Background: an optimization exercise with open tools, aiming at small area, a short achievable clock period and few clock cycles per item. Do not read the settings as production practice. The RTL was checked by simulation tests, not by an equivalence proof against the original design. Power and IR drop assume default switching activity.

==> run a <==
==> flow/design.v (excerpt) <==
module sparse_batch_accum #(
  parameter int DATA_W = sparse_batch_accum_pkg::DATA_W,
  parameter int RES_W  = sparse_batch_accum_pkg::RES_W,
  parameter int IDX_W  = sparse_batch_accum_pkg::IDX_W,
  parameter int BATCH  = sparse_batch_accum_pkg::BATCH
) (
  input  logic              clk,
  input  logic              rst,
  input  logic              in_valid,
  output logic              in_ready,
  input  logic [DATA_W-1:0] in_data,
  input  logic [DATA_W-1:0] in_weight,
  input  logic [IDX_W-1:0]  in_idx,
  input  logic              in_last,
  output logic              out_valid,
  input  logic              out_ready,
  output logic [RES_W-1:0]  out_data,
  output logic [IDX_W-1:0]  out_idx,
  output logic              out_last,
  output logic [sparse_batch_accum_pkg::bw(BATCH+1)-1:0] sample_cnt
  , output logic            sat_flag
);
  localparam int NACC  = 2**IDX_W;
  localparam int CNT_W = sparse_batch_accum_pkg::bw(BATCH+1);
  localparam int PW    = 2*DATA_W;
  typedef enum logic [2:0] {
    ACCUM = 3'd0,
    WAIT1 = 3'd1,
    WAIT2 = 3'd2,
    WAIT3 = 3'd3,
    LOAD  = 3'd4,
    DRAIN = 3'd5
  } st_t;
  st_t                state, state_nxt;
  logic               accept, handshake, done;
  logic               last_sample;
  logic               s0_valid;
  logic [DATA_W-1:0]  s0_data, s0_weight;
  logic [IDX_W-1:0]   s0_idx;
  logic               m_valid;
  logic [IDX_W-1:0]   m_idx, m_idx_nxt;
  logic [PW-1:0]      m_row0, m_row1, mul_row0, mul_row1;
  logic               s1_valid;
  ...
export LEC_CHECK = 0
export ABC_AREA = 1
export CAP_MARGIN = 20
export CORE_MARGIN = 2
export CORE_UTILIZATION = 55
export SETUP_SLACK_MARGIN = 5
export SLEW_MARGIN = 20
create_clock -name core_clock -period 8.0 [get_ports {clk}]
run.sh (not shown) runs the stock make flow with config.mk's settings and CLKGATE_MAP_FILE= SYNTH_SCRIPT=/design/flow/synth_recipe.tcl, a recipe that flattens the netlist after the stock synthesis.
==> run b: changes against run a <==
Settings changed: ABC_AREA 1 to default.
==> notes.md <==
                                                                             run a                    run b
Met2 Routed Length                                                        35600 um                 33500 um
Reg2reg start                                                         s0_weight[7]                   s1_fwd
Starting DRT DRC Count                                                        1730                     1399
Worst reg2reg endpoint                                                   m_row0[7]                 sat_flag
Fraction of power consumed by sequential logic                               0.420                    0.425
Vias post-DR                                                                 19930                    15637
Cell area after placement                                              0.0317 mm^2              0.0307 mm^2
Routed wl met3                                                             4390 um                  3790 um
Hold Crit Start                                                          m_row0[0]                 s0_valid
Pin count of the biggest net entering global routing                           112                       66
Final core utilization                                                       0.625                    0.647
Switch share                                                                 0.387                    0.324
Placed cell count                                                             3382                     2397
Number of global-route vias before repair                                    19262                    16092
Status                                                     complete, no violations  complete, no violations
HPWL after detailed placement                                             43200 um                 37400 um
Min Hold Slack                                                            0.329 ns                 0.348 ns
Pwr/cell area                                                          392 mW/mm^2              393 mW/mm^2
Via-per-instance ratio                                                        5.65                     6.03
FF-to-FF path depth                                                              7                       15
Crit path arrival time                                                     1.37 ns                  3.69 ns
Fraction of power consumed by the clock network                              0.237                    0.241
Met3 track demand over resource in global routing                           0.0352                   0.0441
Number of buffer and inverter stages on the critical path                        1                        5
Post-layout instance area                                              0.0342 mm^2              0.0339 mm^2
Testbench counts of run a, summed over its fixed seeds: cycles 5,290, items 4,650.
Testbench counts of run b, summed over its fixed seeds: cycles 5,290, items 4,650.

========
==> run K: inputs <==
sparse_batch_accum, a different RTL version from the one above (not shown whole).
Design sparse_batch_accum, start of the top module:
module sparse_batch_accum #(
  parameter int DATA_W = sparse_batch_accum_pkg::DATA_W,
  parameter int RES_W  = sparse_batch_accum_pkg::RES_W,
  parameter int IDX_W  = sparse_batch_accum_pkg::IDX_W,
  parameter int BATCH  = sparse_batch_accum_pkg::BATCH
) (
  input  logic              clk,
  input  logic              rst,
  input  logic              in_valid,
  output logic              in_ready,
  input  logic [DATA_W-1:0] in_data,
  input  logic [DATA_W-1:0] in_weight,
  input  logic [IDX_W-1:0]  in_idx,
  input  logic              in_last,
  output logic              out_valid,
  input  logic              out_ready,
  output logic [RES_W-1:0]  out_data,
  output logic [IDX_W-1:0]  out_idx,
  output logic              out_last,
  output logic [sparse_batch_accum_pkg::bw(BATCH+1)-1:0] sample_cnt
  , output logic            sat_flag
);
  localparam int NACC  = 2**IDX_W;
  localparam int CNT_W = sparse_batch_accum_pkg::bw(BATCH+1);
  localparam int PW    = 2*DATA_W;
  localparam int HW    = RES_W - PW;
  typedef enum logic [2:0] {
    ACCUM = 3'd0,
    WAIT1 = 3'd1,
    WAIT2 = 3'd2,
    LOAD1 = 3'd3,
    LOAD2 = 3'd4,
    DRAIN = 3'd5
  } st_t;
  st_t                state, state_nxt;
  logic               accept, handshake, done;
  logic               last_sample;
  logic               i_valid;
  logic [IDX_W-1:0]   i_idx;
  logic [PW-1:0]      i_r0, i_r1, i_r2, i_r3, pp_r0, pp_r1, pp_r2, pp_r3;
  logic               m_valid;
  logic [IDX_W-1:0]   m_idx, m_idx_nxt;
  logic [PW-1:0]      m_x0, m_x1, fin_x0, fin_x1;
  logic [PW-1:0]      prod;
  logic               prod_cout;
  logic               s1_valid;
  logic [IDX_W-1:0]   s1_idx;
  logic [PW-1:0]      s1_prod;
  logic [RES_W-1:0]   s1_acc;
  logic               s1_fwd;
  logic               s1_load;
  logic               draining, mac_fwd;
  logic               s2_valid;
  logic [IDX_W-1:0]   s2_idx;
  logic [HW-1:0]      s2_hi, s2_top;
  logic [PW-1:0]      s2_lo;
  ...
==> flow/config.mk <==
export PLATFORM = sky130hd
export DESIGN_NAME = sparse_batch_accum
export DESIGN_NICKNAME = sparse_batch_accum
export VERILOG_FILES = /design/flow/design.v
export SDC_FILE = /design/flow/constraint.sdc
export NUM_CORES = 4
export LEC_CHECK = 0
export CAP_MARGIN = 20
export CORE_MARGIN = 2
export CORE_UTILIZATION = 55
export CTS_CLUSTER_DIAMETER = 80
export CTS_CLUSTER_SIZE = 25
export SETUP_SLACK_MARGIN = 5
export SLEW_MARGIN = 20
==> flow/constraint.sdc <==
create_clock -name core_clock -period 8.0 [get_ports {clk}]
set_input_delay 1.6000 -clock core_clock [delete_from_list [all_inputs] [get_ports {clk}]]
set_output_delay 1.6000 -clock core_clock [all_outputs]
set_load 0.01 [all_outputs]
standard.sh (not shown) runs the stock make flow with config.mk's settings and CLKGATE_MAP_FILE= SYNTH_SCRIPT=/design/flow/synth_recipe.tcl, a recipe that flattens the netlist after the stock synthesis.
==> flow/flow/run.sh <==
#!/bin/bash
set -euo pipefail
bash standard.sh SETUP_SLACK_MARGIN=5.5 finish > flow_standard.log 2>&1
==> run H (differences from run K) <==
--- a/flow/design.v
+++ b/flow/design.v
@@ -47,10 +47,11 @@
   parameter int DATA_W = sparse_batch_accum_pkg::DATA_W,
   parameter int RES_W  = sparse_batch_accum_pkg::RES_W
 ) (
   input  logic [RES_W-1:0]          acc_rd,
   input  logic                      fwd,
+  input  logic                      fwd_flags,
   input  logic [RES_W-2*DATA_W-1:0] prev_top,
   input  logic                      prev_top_max,
   input  logic                      prev_top_min,
   input  logic [2*DATA_W-1:0]       prev_lo,
   input  logic                      prev_sat_p,
@@ -71,11 +72,11 @@
   localparam int HW = RES_W - PW;
   localparam logic [HW-1:0] HI_MAX = {1'b0, {(HW-1){1'b1}}};
   localparam logic [HW-1:0] HI_MIN = {1'b1, {(HW-1){1'b0}}};
   logic [PW:0]   u_a, u_b, u_c;
   logic [HW-1:0] hi_a, hi_c;
-  logic          ps, sel_a, sel_b, sel_c;
+  logic          ps, sel_a, sel_b, sel_c, fsel_a, fsel_b, fsel_c;
   logic          a_max, a_maxm1, a_min, a_minp1, b_max, b_maxm1, b_min, b_minp1;
   logic          ovf_pa, ovf_na, ovf_pb, ovf_nb, ovf_pc, ovf_nc;
   assign ps = prod[PW-1];
   sparse_ks_add #(.W(PW)) u_add_a (.a(acc_rd[PW-1:0]), .b(prod), .sum(u_a[PW-1:0]), .cout(u_a[PW]));
   assign hi_a    = acc_rd[RES_W-1:PW];
@@ -97,20 +98,23 @@
   assign ovf_pc = prev_sat_p & u_c[PW] & ~ps;
   assign ovf_nc = prev_sat_n & ~u_c[PW] & ps;
   assign sel_a = ~fwd;
   assign sel_b = fwd & ~(prev_sat_p | prev_sat_n);
   assign sel_c = fwd & (prev_sat_p | prev_sat_n);
+  assign fsel_a = ~fwd_flags;
+  assign fsel_b = fwd_flags & ~(prev_sat_p | prev_sat_n);
+  assign fsel_c = fwd_flags & (prev_sat_p | prev_sat_n);
   always_comb begin
     res_hi      = ({HW{sel_a}} & hi_a) | ({HW{sel_b}} & prev_top) | ({HW{sel_c}} & hi_c);
-    res_h_max   = (sel_a & a_max) | (sel_b & b_max) | (sel_c & prev_sat_p);
-    res_h_maxm1 = (sel_a & a_maxm1) | (sel_b & b_maxm1);
-    res_h_min   = (sel_a & a_min) | (sel_b & b_min) | (sel_c & prev_sat_n);
-    res_h_minp1 = (sel_a & a_minp1) | (sel_b & b_minp1);
+    res_h_max   = (fsel_a & a_max) | (fsel_b & b_max) | (fsel_c & prev_sat_p);
+    res_h_maxm1 = (fsel_a & a_maxm1) | (fsel_b & b_maxm1);
+    res_h_min   = (fsel_a & a_min) | (fsel_b & b_min) | (fsel_c & prev_sat_n);
+    res_h_minp1 = (fsel_a & a_minp1) | (fsel_b & b_minp1);
     res_lo      = ({PW{sel_a}} & u_a[PW-1:0]) | ({PW{sel_b}} & u_b[PW-1:0]) | ({PW{sel_c}} & u_c[PW-1:0]);
     res_k       = (sel_a & u_a[PW]) | (sel_b & u_b[PW]) | (sel_c & u_c[PW]);
-    res_sat_p   = (sel_a & ovf_pa) | (sel_b & ovf_pb) | (sel_c & ovf_pc);
-    res_sat_n   = (sel_a & ovf_na) | (sel_b & ovf_nb) | (sel_c & ovf_nc);
+    res_sat_p   = (fsel_a & ovf_pa) | (fsel_b & ovf_pb) | (fsel_c & ovf_pc);
+    res_sat_n   = (fsel_a & ovf_na) | (fsel_b & ovf_nb) | (fsel_c & ovf_nc);
     ovf         = res_sat_p | res_sat_n;
   end
 endmodule
 module sparse_mul_pp (
   input  logic [7:0]  a,
@@ -589,11 +593,11 @@
   assign mac_fwd  = draining ? ~out_ready : s1_fwd;
   assign out_data = {s2_hi, s2_lo};
   assign s2_top_max = (s2_h_max & (s2_k == s2_s)) | (s2_h_maxm1 & s2_k & ~s2_s);
   assign s2_top_min = (s2_h_min & (s2_k == s2_s)) | (s2_h_minp1 & s2_s & ~s2_k);
   sparse_mac_stage #(.DATA_W(DATA_W), .RES_W(RES_W)) u_mac (
-    .acc_rd(s1_acc), .fwd(mac_fwd), .prev_top(s2_top), .prev_top_max(s2_top_max),
+    .acc_rd(s1_acc), .fwd(mac_fwd), .fwd_flags(s1_fwd), .prev_top(s2_top), .prev_top_max(s2_top_max),
     .prev_top_min(s2_top_min), .prev_lo(s2_lo), .prev_sat_p(s2_sat_p), .prev_sat_n(s2_sat_n),
     .prod(s1_prod), .res_hi(add_hi), .res_h_max(add_h_max), .res_h_maxm1(add_h_maxm1),
     .res_h_min(add_h_min), .res_h_minp1(add_h_minp1), .res_lo(add_lo), .res_k(add_k),
     .res_sat_p(add_sat_p), .res_sat_n(add_sat_n), .ovf(add_ovf)
   );
==> flow_summary_export.csv <==
group,metric,value,unit
status,outcome,"no timing/DRC/antenna violations",
grt,use_met1,36.1,%
routing,wl_per_cell,26.4,um
place,placed_cell_area,32500,um^2
yosys,synth-xor-area-share,2.13,%
cells_and_area,nets,2249,
yosys,synthAdderAreaFrac,5.19,%
yosys,netlist.area_leader.share,53.4,%
place,dp.cells,2706,
Source of the figures above: run K

==> flow_summary_export.csv <==
group,metric,value,unit
status,outcome,"no timing/DRC/antenna violations",
routing,wl_per_cell,26.1,um
cells_and_area,nets,2275,
floorplanning,dieArea,58300,um^2
yosys,synth-xor-area-share,2.03,%
yosys,netlist.area_leader.share,53.1,%
yosys,synthAdderAreaFrac,5.16,%
place,dp.cells,2741,
place,placed_cell_area,32800,um^2
Source of the figures above: run H

Testbench counts of run K, summed over its fixed seeds: cycles 5,290, items 4,650.
Testbench counts of run H, summed over its fixed seeds: cycles 5,290, items 4,650.

[separate check: timing with driven ports]
How much do the figures lean on ideal ports? The routed layouts below were timed once more, with nothing changed but the port constraints.
Step 1 (the two cells are an assumption about what drives the block):
set clk [get_ports {clk}]
set_driving_cell -lib_cell sky130_fd_sc_hd__clkbuf_16 $clk
set_driving_cell -lib_cell sky130_fd_sc_hd__buf_2 [delete_from_list [all_inputs] $clk]
Step 2 times the ports against the registers' clock, not the clock port: input delays grow and output delays shrink by t, the midpoint of the rising clock arrivals with the driver on.
Slacks: ideal / step 1 / step 2; pairs: ideal / step 1.
| run | shift t [ns] | setup WS [ns] | worst hold slack (ns) | cell pins on the clock port's net |
|---|---|---|---|---|
| run a | 0.659 | 5.033 / 4.971 / 4.585 | 0.329 / 0.329 / 0.329 | 1 |
| run b | 0.657 | 4.856 / 4.856 / 4.599 | 0.348 / 0.348 / 0.348 | 1 |
| run K | 0.640 | 5.244 / 5.182 / 4.629 | 0.334 / 0.334 / 0.334 | 1 |
| run H | 0.640 | 5.277 / 5.213 / 4.877 | 0.330 / 0.330 / 0.330 | 1 |
After both steps every run listed still meets setup and hold. The setup slack of run K, which loses most, moves by -0.062 ns with the drivers and by -0.615 ns with both steps.
